This is an optimization exercise on Yosys and OpenROAD, whose aim is small area, not a production implementation. RTL that was checked went through simulation tests only; none was proved equivalent to the original. Power is estimated from default activity; no workload was simulated.

== oak ==
==> flow/design.v <==
package cachePkg;
    typedef logic [31:0] word_t;
    typedef logic [31:0] addr_t;
    typedef logic [25:0] tag_t;    
    typedef logic [2:0] index_t;   
    typedef struct packed {
        logic ren;
        logic wen;
        addr_t addr;
        word_t store;
    } cpuReq_t;
    typedef struct packed {
        logic hit;       
        word_t load;
    } cpuResp_t;
    typedef struct packed {
        logic ren;
        logic wen;
        addr_t addr;
        word_t store;
    } memReq_t;
    typedef struct packed {
        logic busy;      
        word_t load;
    } memResp_t;
    typedef enum logic [2:0] {
        compareTag,
        writeBack0,
        writeBack1,
        allocate0,
        allocate1
    } ctrlState_t;
endpackage
`timescale 1ns/1ns
module dcache (
    input  logic        CLK,
    input  logic        nRST,
    input  logic        cpu_ren,
    input  logic        cpu_wen,
    input  logic [31:0] cpu_addr,
    input  logic [31:0] cpu_store,
    output logic        cpu_hit,
    output logic [31:0] cpu_load,
    output logic        mem_ren,
    output logic        mem_wen,
    output logic [31:0] mem_addr,
    output logic [31:0] mem_store,
    input  logic        mem_busy,
    input  logic [31:0] mem_load
);
    localparam logic [3:0] S_CMP = 4'd0;    
    localparam logic [3:0] S_VIC = 4'd1;    
    localparam logic [3:0] S_WB0 = 4'd2;    
    localparam logic [3:0] S_WBW = 4'd3;    
    localparam logic [3:0] S_WB1 = 4'd4;    
    localparam logic [3:0] S_RD0 = 4'd5;    
    localparam logic [3:0] S_FW0 = 4'd6;    
    localparam logic [3:0] S_RD1 = 4'd7;    
    localparam logic [3:0] S_FW1 = 4'd8;    
    localparam logic [3:0] S_TAG = 4'd9;    
    logic [3:0]  state;
    logic [4:0]  t;
    logic        seen;       
    logic        vway;       
    logic        wbWord;     
    logic [25:0] atag;       
    logic [31:0] buffer;     
    logic [25:0] tags  [16];
    logic [15:0] valid;
    logic [15:0] dirty;
    logic [7:0]  lru;
    logic [31:0] words [32];
    logic [25:0] reqTag;
    logic [2:0]  reqIndex;
    logic        reqWord;
    logic        request;
    assign reqTag = cpu_addr[31:6];
    assign reqIndex = cpu_addr[5:3];
    assign reqWord = cpu_addr[2];
    assign request = cpu_ren || cpu_wen;
    logic [25:0] tagOut;
    logic        validOut;
    logic        dirtyOut;
    logic        lruOut;
    logic [31:0] wordOut;
    assign tagOut = tags[15];
    assign validOut = valid[15];
    assign dirtyOut = dirty[15];
    assign lruOut = lru[7];
    assign wordOut = words[31];
    logic setHere;       
    logic tagWrite;      
    logic [25:0] newTag;
    logic victimHere;    
    logic fill;
    logic lineMatch;
    logic hit;
    logic fillOther;
    logic writeData;
    logic [31:0] newWord;
    assign setHere = (t[2:0] == reqIndex);
    assign victimHere = setHere && (t[3] == vway);
    assign fillOther = (state == S_FW0) && victimHere && (t[4] != reqWord);
    assign fill = (state == S_FW1) && victimHere && (t[4] == reqWord);
    assign tagWrite = victimHere
                   && ((state == S_TAG) || (state == S_VIC && !(validOut && dirtyOut)));
    assign newTag = tagWrite ? reqTag : tagOut;
    assign lineMatch = fill || (validOut && (tagOut == reqTag));
    assign hit = request && setHere && lineMatch && (t[4] == reqWord);
    assign writeData = fillOther || fill || (hit && cpu_wen);
    logic takeStore;
    assign takeStore = cpu_wen && !fillOther;
    assign newWord = ({32{!writeData}} & wordOut)
                   | ({32{writeData && takeStore}} & cpu_store)
                   | ({32{writeData && !takeStore}} & buffer);
    assign cpu_hit = hit;
    assign cpu_load = newWord;
    always_ff @(posedge CLK) begin
        words[0] <= newWord;
        for (int i = 1; i < 32; i++) words[i] <= words[i-1];
        tags[0] <= newTag;
        for (int i = 1; i < 16; i++) tags[i] <= tags[i-1];
        dirty <= {dirty[14:0], (hit && cpu_wen) || (!fill && dirtyOut)};
    end
    always_ff @(posedge CLK, negedge nRST) begin
        if (!nRST) begin
            valid <= '0;
            lru <= '0;
        end else begin
            valid <= {valid[14:0], fill || (validOut && !tagWrite)};
            lru <= {lru[6:0], hit ? !t[3] : lruOut};
        end
    end
    logic memDone;
    assign memDone = !mem_busy;
    always_ff @(posedge CLK, negedge nRST) begin
        if (!nRST) begin
            state <= S_CMP;
            t <= '0;
            seen <= 1'b0;
        end else begin
            t <= t + 5'd1;
            seen <= 1'b0;
            case (state)
                S_CMP: begin
                    if (request) begin
                        seen <= setHere ? !lineMatch && !seen : seen;
                        if (setHere && !lineMatch && seen) begin
                            state <= S_VIC;
                        end
                    end
                end
                S_VIC: begin
                    if (victimHere) begin
                        state <= (validOut && dirtyOut) ? S_WB0 : S_RD0;
                    end
                end
                S_WB0: begin
                    if (memDone) state <= (victimHere && t[4] != wbWord) ? S_WB1 : S_WBW;
                end
                S_WBW: begin
                    if (victimHere && t[4] != wbWord) state <= S_WB1;
                end
                S_WB1: begin
                    if (memDone) state <= S_TAG;
                end
                S_TAG: begin
                    if (victimHere) state <= S_RD0;
                end
                S_RD0: begin
                    if (memDone) state <= S_FW0;
                end
                S_FW0: begin
                    if (fillOther) state <= memDone ? S_FW1 : S_RD1;
                end
                S_RD1: begin
                    if (memDone) state <= S_FW1;
                end
                S_FW1: begin
                    if (fill) state <= S_CMP;
                end
                default: state <= S_CMP;
            endcase
        end
    end
    logic takeWord;
    logic takeLoad;
    assign takeWord = (state == S_VIC && victimHere)
                   || ((state == S_WBW || (state == S_WB0 && memDone)) && victimHere && t[4] != wbWord);
    assign takeLoad = (state == S_RD0 || state == S_RD1 || fillOther) && memDone;
    always_ff @(posedge CLK) begin
        if (state == S_CMP) begin
            vway <= lruOut;
        end
        if (state == S_VIC) begin
            wbWord <= t[4];
        end
        if ((state == S_VIC || state == S_TAG) && victimHere) begin
            atag <= newTag;
        end
        if (takeWord || takeLoad) begin
            buffer <= ({32{takeWord}} & wordOut) | ({32{!takeWord}} & mem_load);
        end
    end
    logic writeBack;
    assign writeBack = (state == S_WB0) || (state == S_WB1);
    assign mem_wen = writeBack;
    assign mem_ren = (state == S_RD0) || (state == S_RD1) || fillOther;
    assign mem_addr = {atag, reqIndex,
                       writeBack ? (wbWord ^ (state == S_WB1)) : (reqWord ^ (state == S_RD0)),
                       2'b00};
    assign mem_store = buffer;
endmodule
Settings: LEC_CHECK=0, CAP_MARGIN=20, CORE_MARGIN=2, CORE_UTILIZATION=40, PLACE_DENSITY=0.6, SLEW_MARGIN=20; clock period 10.0 ns.
standard.sh (not shown) runs the stock make flow with config.mk's settings and CLKGATE_MAP_FILE= SYNTH_SCRIPT=/design/flow/synth_recipe.tcl, a recipe that flattens the netlist after the stock synthesis.
==> flow/flow/run.sh <==
#!/bin/bash
# Standard layout with two changes: port buffers are the smallest buffer,
# and clock tree synthesis adds no dummy loads and uses small clusters of
# clkbuf_8 leaf buffers.
set -euo pipefail
export BUFFER_PORTS_ARGS="-buffer_cell sky130_fd_sc_hd__buf_1"
export CTS_ARGS="-sink_clustering_enable -repair_clock_nets -dont_use_dummy_load -buf_list sky130_fd_sc_hd__clkbuf_8 -sink_clustering_size 20 -sink_clustering_max_diameter 60"
bash standard.sh finish > standard_flow.log 2>&1
Input changes introduced in pine (baseline for comparison: oak):
--- a/flow/design.v
+++ b/flow/design.v
@@ -58,5 +58,4 @@
     localparam logic [3:0] S_RD1 = 4'd7;    
     localparam logic [3:0] S_FW1 = 4'd8;    
-    localparam logic [3:0] S_TAG = 4'd9;    
     logic [3:0]  state;
     logic [4:0]  t;
@@ -64,5 +63,5 @@
     logic        vway;       
     logic        wbWord;     
-    logic [25:0] atag;       
+    logic [25:0] vtag;       
     logic [31:0] buffer;     
     logic [25:0] tags  [16];
@@ -90,6 +89,4 @@
     assign wordOut = words[31];
     logic setHere;       
-    logic tagWrite;      
-    logic [25:0] newTag;
     logic victimHere;    
     logic fill;
@@ -103,15 +100,9 @@
     assign fillOther = (state == S_FW0) && victimHere && (t[4] != reqWord);
     assign fill = (state == S_FW1) && victimHere && (t[4] == reqWord);
-    assign tagWrite = victimHere
-                   && ((state == S_TAG) || (state == S_VIC && !(validOut && dirtyOut)));
-    assign newTag = tagWrite ? reqTag : tagOut;
     assign lineMatch = fill || (validOut && (tagOut == reqTag));
     assign hit = request && setHere && lineMatch && (t[4] == reqWord);
     assign writeData = fillOther || fill || (hit && cpu_wen);
-    logic takeStore;
-    assign takeStore = cpu_wen && !fillOther;
-    assign newWord = ({32{!writeData}} & wordOut)
-                   | ({32{writeData && takeStore}} & cpu_store)
-                   | ({32{writeData && !takeStore}} & buffer);
+    assign newWord = !writeData ? wordOut
+                   : (cpu_wen && !fillOther) ? cpu_store : buffer;
     assign cpu_hit = hit;
     assign cpu_load = newWord;
@@ -119,5 +110,5 @@
         words[0] <= newWord;
         for (int i = 1; i < 32; i++) words[i] <= words[i-1];
-        tags[0] <= newTag;
+        tags[0] <= fill ? reqTag : tagOut;
         for (int i = 1; i < 16; i++) tags[i] <= tags[i-1];
         dirty <= {dirty[14:0], (hit && cpu_wen) || (!fill && dirtyOut)};
@@ -128,5 +119,5 @@
             lru <= '0;
         end else begin
-            valid <= {valid[14:0], fill || (validOut && !tagWrite)};
+            valid <= {valid[14:0], fill || validOut};
             lru <= {lru[6:0], hit ? !t[3] : lruOut};
         end
@@ -139,4 +130,6 @@
             t <= '0;
             seen <= 1'b0;
+            vway <= 1'b0;
+            wbWord <= 1'b0;
         end else begin
             t <= t + 5'd1;
@@ -148,4 +141,5 @@
                         if (setHere && !lineMatch && seen) begin
                             state <= S_VIC;
+                            vway <= lruOut;
                         end
                     end
@@ -154,4 +148,5 @@
                     if (victimHere) begin
                         state <= (validOut && dirtyOut) ? S_WB0 : S_RD0;
+                        wbWord <= t[4];
                     end
                 end
@@ -163,8 +158,5 @@
                 end
                 S_WB1: begin
-                    if (memDone) state <= S_TAG;
-                end
-                S_TAG: begin
-                    if (victimHere) state <= S_RD0;
+                    if (memDone) state <= S_RD0;
                 end
                 S_RD0: begin
@@ -184,21 +176,13 @@
         end
     end
-    logic takeWord;
-    logic takeLoad;
-    assign takeWord = (state == S_VIC && victimHere)
-                   || ((state == S_WBW || (state == S_WB0 && memDone)) && victimHere && t[4] != wbWord);
-    assign takeLoad = (state == S_RD0 || state == S_RD1 || fillOther) && memDone;
     always_ff @(posedge CLK) begin
-        if (state == S_CMP) begin
-            vway <= lruOut;
+        if (state == S_VIC && victimHere) begin
+            vtag <= tagOut;
         end
-        if (state == S_VIC) begin
-            wbWord <= t[4];
-        end
-        if ((state == S_VIC || state == S_TAG) && victimHere) begin
-            atag <= newTag;
-        end
-        if (takeWord || takeLoad) begin
-            buffer <= ({32{takeWord}} & wordOut) | ({32{!takeWord}} & mem_load);
+        if ((state == S_VIC && victimHere)
+            || ((state == S_WBW || (state == S_WB0 && memDone)) && victimHere && t[4] != wbWord)) begin
+            buffer <= wordOut;
+        end else if ((state == S_RD0 || state == S_RD1 || fillOther) && memDone) begin
+            buffer <= mem_load;
         end
     end
@@ -207,5 +191,5 @@
     assign mem_wen = writeBack;
     assign mem_ren = (state == S_RD0) || (state == S_RD1) || fillOther;
-    assign mem_addr = {atag, reqIndex,
+    assign mem_addr = {writeBack ? vtag : reqTag, reqIndex,
                        writeBack ? (wbWord ^ (state == S_WB1)) : (reqWord ^ (state == S_RD0)),
                        2'b00};
Findings:
Changes observed in pine relative to oak: post-route total power rose about 0.5%; final hold slack now sits higher; post-route standard cell area excluding fillers has increased. Looking only at non-clock buffer count in the final layout, and setting everything else aside, the lower value of pine and oak goes to pine. When pine is set beside oak, its relative contribution of combinational cells to total power turns out to be 1.9 points larger. In terms of flip-flop and latch area, oak and pine differ only marginally. Any difference in initial cell density of the core between oak and pine is small enough to ignore. From oak to pine the numbers moved as follows: wire length went up; final worst-path cycle share fell 1.1 points; async set-reset flop share out of synthesis roughly the same; wire length of the first global-routing pass rose by 6.9%.
No functional check of the RTL was part of oak.

========
dcache, a different RTL version from the one above (not shown whole).
For scale: about 1600 flip-flops.
==> module dcache, before the edit <==
module dcache (
    input  logic        CLK,
    input  logic        nRST,
    input  logic        cpu_ren,
    input  logic        cpu_wen,
    input  logic [31:0] cpu_addr,
    input  logic [31:0] cpu_store,
    output logic        cpu_hit,
    output logic [31:0] cpu_load,
    output logic        mem_ren,
    output logic        mem_wen,
    output logic [31:0] mem_addr,
    output logic [31:0] mem_store,
    input  logic        mem_busy,
    input  logic [31:0] mem_load
);
    localparam logic [3:0] S_CMP = 4'b0000;    
    localparam logic [3:0] S_VIC = 4'b0001;    
    localparam logic [3:0] S_WB0 = 4'b1000;    
    localparam logic [3:0] S_WBW = 4'b0010;    
    localparam logic [3:0] S_WB1 = 4'b1001;    
    localparam logic [3:0] S_RD0 = 4'b1100;    
    localparam logic [3:0] S_FW0 = 4'b0101;    
    localparam logic [3:0] S_RD1 = 4'b1101;    
    localparam logic [3:0] S_FW1 = 4'b0100;    
    localparam logic [3:0] S_TAG = 4'b0011;    
    logic [3:0]  state;
    logic [4:0]  t;
    logic        seen;       
    logic        ready;      
    logic        wbWord;     
    logic [25:0] atag;       
    logic [31:0] buffer;     
    logic [25:0] tags  [16];
    logic [15:0] valid;
    logic [15:0] dirty;
    logic [7:0]  lru;
    logic [31:0] words [32];
    logic [25:0] reqTag;
    logic [2:0]  reqIndex;
    logic        reqWord;
    logic        request;
    assign reqTag = cpu_addr[31:6];
    assign reqIndex = cpu_addr[5:3];
    assign reqWord = cpu_addr[2];
    assign request = cpu_ren || cpu_wen;
    logic [25:0] tagOut;
    logic        validOut;
    logic        dirtyOut;
    logic        lruOut;
    logic [31:0] wordOut;
    assign tagOut = tags[15];
    assign validOut = valid[15] && ready;
    assign dirtyOut = dirty[15];
    assign lruOut = lru[7] && ready;
    assign wordOut = words[31];
    logic setHere;       
    logic missNow;
    logic vicNow;
    logic tagWrite;      
    logic [25:0] newTag;
    logic victimHere;    
    logic fill;
    logic lineMatch;
    logic hit;
    logic fillOther;
    logic writeData;
    logic [31:0] newWord;
    assign setHere = (t[2:0] == reqIndex);
    assign victimHere = setHere && (t[3] == lruOut);    
    assign fillOther = (state == S_FW0) && victimHere && (t[4] != reqWord);
    assign fill = (state == S_FW1) && victimHere && (t[4] == reqWord);
    assign missNow = (state == S_CMP) && request && setHere && !lineMatch && seen;
    assign vicNow = (missNow || (state == S_VIC)) && victimHere;
    assign tagWrite = (vicNow && !(validOut && dirtyOut)) || ((state == S_TAG) && victimHere);
    assign newTag = tagWrite ? reqTag : tagOut;
    assign lineMatch = fill || (validOut && (tagOut == reqTag));
    assign hit = request && setHere && lineMatch && (t[4] == reqWord);
    assign writeData = fillOther || fill || (hit && cpu_wen);
    logic takeStore;
    assign takeStore = cpu_wen && !fillOther;
    assign newWord = ({32{!writeData}} & wordOut)
                   | ({32{writeData && takeStore}} & cpu_store)
                   | ({32{writeData && !takeStore}} & buffer);
    assign cpu_hit = hit;
    assign cpu_load = newWord;
    always_ff @(posedge CLK) begin
        words[0] <= newWord;
        for (int i = 1; i < 32; i++) words[i] <= words[i-1];
        tags[0] <= newTag;
        for (int i = 1; i < 16; i++) tags[i] <= tags[i-1];
        dirty <= {dirty[14:0], (hit && cpu_wen) || (!fill && dirtyOut)};
    end
    always_ff @(posedge CLK) begin
        valid <= {valid[14:0], fill || (validOut && !tagWrite)};
        lru <= {lru[6:0], hit ? !t[3] : lruOut};
    end
    logic memDone;
    assign memDone = !mem_busy;
    always_ff @(posedge CLK, negedge nRST) begin
        if (!nRST) begin
            state <= S_CMP;
            t <= '0;
            seen <= 1'b0;
            ready <= 1'b0;
        end else begin
            t <= t + 5'd1;
            if (t == 5'd15) ready <= 1'b1;
            seen <= 1'b0;
            case (state)
                S_CMP: begin
                    if (request) begin
                        seen <= setHere ? !lineMatch && !seen : seen;
                        if (missNow) begin
                            state <= !vicNow ? S_VIC : (validOut && dirtyOut) ? S_WB0 : S_RD0;
                        end
                    end
                end
                S_VIC: begin
                    if (vicNow) begin
                        state <= (validOut && dirtyOut) ? S_WB0 : S_RD0;
                    end
                end
                S_WB0: begin
                    if (memDone) state <= (victimHere && t[4] != wbWord) ? S_WB1 : S_WBW;
                end
                S_WBW: begin
                    if (victimHere && t[4] != wbWord) state <= S_WB1;
                end
                S_WB1: begin
                    if (memDone) state <= S_TAG;
                end
                S_TAG: begin
                    if (victimHere) state <= S_RD0;
                end
                S_RD0: begin
                    if (memDone) state <= S_FW0;
                end
                S_FW0: begin
                    if (fillOther) state <= memDone ? S_FW1 : S_RD1;
                end
                S_RD1: begin
                    if (memDone) state <= S_FW1;
                end
                S_FW1: begin
                    if (fill) state <= S_CMP;
                end
                default: state <= S_CMP;
            endcase
        end
    end
    logic takeWord;
    logic takeLoad;
    assign takeWord = vicNow
                   || ((state == S_WBW || (state == S_WB0 && memDone)) && victimHere && t[4] != wbWord);
    assign takeLoad = mem_ren && memDone;
    always_ff @(posedge CLK) begin
        if (state == S_CMP || state == S_VIC) begin
            wbWord <= t[4];
        end
        if (vicNow || ((state == S_TAG) && victimHere)) begin
            atag <= newTag;
        end
        if (takeWord || takeLoad) begin
            buffer <= ({32{takeWord}} & wordOut) | ({32{!takeWord}} & mem_load);
        end
    end
    logic writeBack;
    assign writeBack = state[3] && !state[2];
    assign mem_wen = writeBack;
    assign mem_ren = (state[3] && state[2]) || fillOther;
    assign mem_addr = {atag, reqIndex,
                       state[0] ^ (writeBack ? wbWord : !reqWord),
                       2'b00};
    assign mem_store = buffer;
endmodule
clock: 10.0 ns
lec_check: 0
cap_margin: 20
core_margin: 2
core_utilization: 40
place_density: 0.6
slew_margin: 20
==> flow/flow/run.sh <==
#!/bin/bash
# Standard layout with three changes: after floorplanning, OpenROAD's
# restructure remaps the combinational logic for area; port buffers are the
# smallest buffer; clock tree synthesis adds no dummy loads and uses small
# clusters of clkbuf_8 leaf buffers.
set -euo pipefail
export BUFFER_PORTS_ARGS="-buffer_cell sky130_fd_sc_hd__buf_1"
export CTS_ARGS="-sink_clustering_enable -repair_clock_nets -dont_use_dummy_load -buf_list sky130_fd_sc_hd__clkbuf_8 -sink_clustering_size 20 -sink_clustering_max_diameter 50"
bash standard.sh floorplan > standard_floorplan.log 2>&1
R=orfs/results/$FLOW_PLATFORM/dcache/base
cp $R/2_floorplan.odb $R/2_floorplan_pre_restructure.odb
mkdir -p restructure_work
openroad -no_init -threads ${NUM_CORES:-4} -exit flow/restructure.tcl > restructure.log 2>&1
bash standard.sh finish > standard_finish.log 2>&1
==> flow/flow/restructure.tcl <==
# Remap the combinational logic of the floorplanned design for area.
set plat $::env(FLOW_HOME)/platforms/sky130hd
set lib $plat/lib/sky130_fd_sc_hd__tt_025C_1v80.lib
set r orfs/results/$::env(FLOW_PLATFORM)/dcache/base
read_liberty $lib
read_db $r/2_floorplan_pre_restructure.odb
read_sdc $r/2_floorplan.sdc
source $plat/setRC.tcl
set_dont_use {sky130_fd_sc_hd__probe_p_8 sky130_fd_sc_hd__probec_p_8 sky130_fd_sc_hd__lpflow_*}
report_design_area
report_worst_slack -max
restructure -target area -liberty_file $lib \
  -tielo_port sky130_fd_sc_hd__conb_1/LO -tiehi_port sky130_fd_sc_hd__conb_1/HI \
  -work_dir restructure_work -abc_logfile restructure_abc.log
report_design_area
report_worst_slack -max
write_db $r/2_floorplan.odb
Next try:
--- a/flow/design.v
+++ b/flow/design.v
@@ -47,18 +47,18 @@
     output logic [31:0] mem_store,
     input  logic        mem_busy,
     input  logic [31:0] mem_load
 );
-    localparam logic [3:0] S_CMP = 4'b0000;    
-    localparam logic [3:0] S_VIC = 4'b0001;    
-    localparam logic [3:0] S_WB0 = 4'b1000;    
-    localparam logic [3:0] S_WBW = 4'b0010;    
-    localparam logic [3:0] S_WB1 = 4'b1001;    
-    localparam logic [3:0] S_RD0 = 4'b1100;    
-    localparam logic [3:0] S_FW0 = 4'b0101;    
-    localparam logic [3:0] S_RD1 = 4'b1101;    
-    localparam logic [3:0] S_FW1 = 4'b0100;    
-    localparam logic [3:0] S_TAG = 4'b0011;    
+    localparam logic [3:0] S_CMP = 4'd0;    
+    localparam logic [3:0] S_VIC = 4'd1;    
+    localparam logic [3:0] S_WB0 = 4'd2;    
+    localparam logic [3:0] S_WBW = 4'd3;    
+    localparam logic [3:0] S_WB1 = 4'd4;    
+    localparam logic [3:0] S_RD0 = 4'd5;    
+    localparam logic [3:0] S_FW0 = 4'd6;    
+    localparam logic [3:0] S_RD1 = 4'd7;    
+    localparam logic [3:0] S_FW1 = 4'd8;    
+    localparam logic [3:0] S_TAG = 4'd9;    
     logic [3:0]  state;
     logic [4:0]  t;
     logic        seen;       
     logic        ready;      
@@ -186,9 +186,9 @@
     logic takeWord;
     logic takeLoad;
     assign takeWord = vicNow
                    || ((state == S_WBW || (state == S_WB0 && memDone)) && victimHere && t[4] != wbWord);
-    assign takeLoad = mem_ren && memDone;
+    assign takeLoad = (state == S_RD0 || state == S_RD1 || fillOther) && memDone;
     always_ff @(posedge CLK) begin
         if (state == S_CMP || state == S_VIC) begin
             wbWord <= t[4];
         end
@@ -199,12 +199,12 @@
             buffer <= ({32{takeWord}} & wordOut) | ({32{!takeWord}} & mem_load);
         end
     end
     logic writeBack;
-    assign writeBack = state[3] && !state[2];
+    assign writeBack = (state == S_WB0) || (state == S_WB1);
     assign mem_wen = writeBack;
-    assign mem_ren = (state[3] && state[2]) || fillOther;
+    assign mem_ren = (state == S_RD0) || (state == S_RD1) || fillOther;
     assign mem_addr = {atag, reqIndex,
-                       state[0] ^ (writeBack ? wbWord : !reqWord),
+                       writeBack ? (wbWord ^ (state == S_WB1)) : (reqWord ^ (state == S_RD0)),
                        2'b00};
     assign mem_store = buffer;
 endmodule
Count of clock-buffer cells in the layout drops by 2.
Non-clock buffer count came out higher by 2.
Design area went up by 0.51%.
Power drops by about 4.6%.
Sequential share of layout area came out lower by 0.43 points.
Sequential cell count does not change.
Global-route usage is about the same.
Die area came out higher by about 1%.
Worst hold slack gets better by 0.023 ns.
For the second run of this note, only the layout was checked, not whether the RTL still works.

## static timing again, ports no longer ideal
No port has a modelled driver above. Below, the same layouts with a new extraction and two added sets of constraints.
Step 1 sets driving cells, clkbuf_16 on the clock port and buf_2 on the other inputs (assumed; they add their load-dependent delay and slew).
Step 2 also shifts input and output timing later by t, the mid clock arrival at the registers, as if the neighbouring blocks saw the same clock.
Slacks: ideal / step 1 / step 2; pairs: ideal / step 1.
run	t (ns)	setup slack, ns	worst hold slack (ns)
oak	0.758	3.133 / 3.104 / 3.104	0.225 / 0.225 / 0.225
pine	0.734	3.246 / 3.225 / 3.225	0.262 / 0.262 / 0.262
the first run of note 2	0.727	2.252 / 2.228 / 2.228	0.217 / 0.217 / 0.217
the second run of note 2	0.724	2.034 / 1.944 / 1.944	0.240 / 0.240 / 0.240
After both steps every run listed still meets setup and hold. The setup slack of the second run of note 2, which loses most, moves by -0.090 ns with the drivers and by -0.090 ns with both steps.
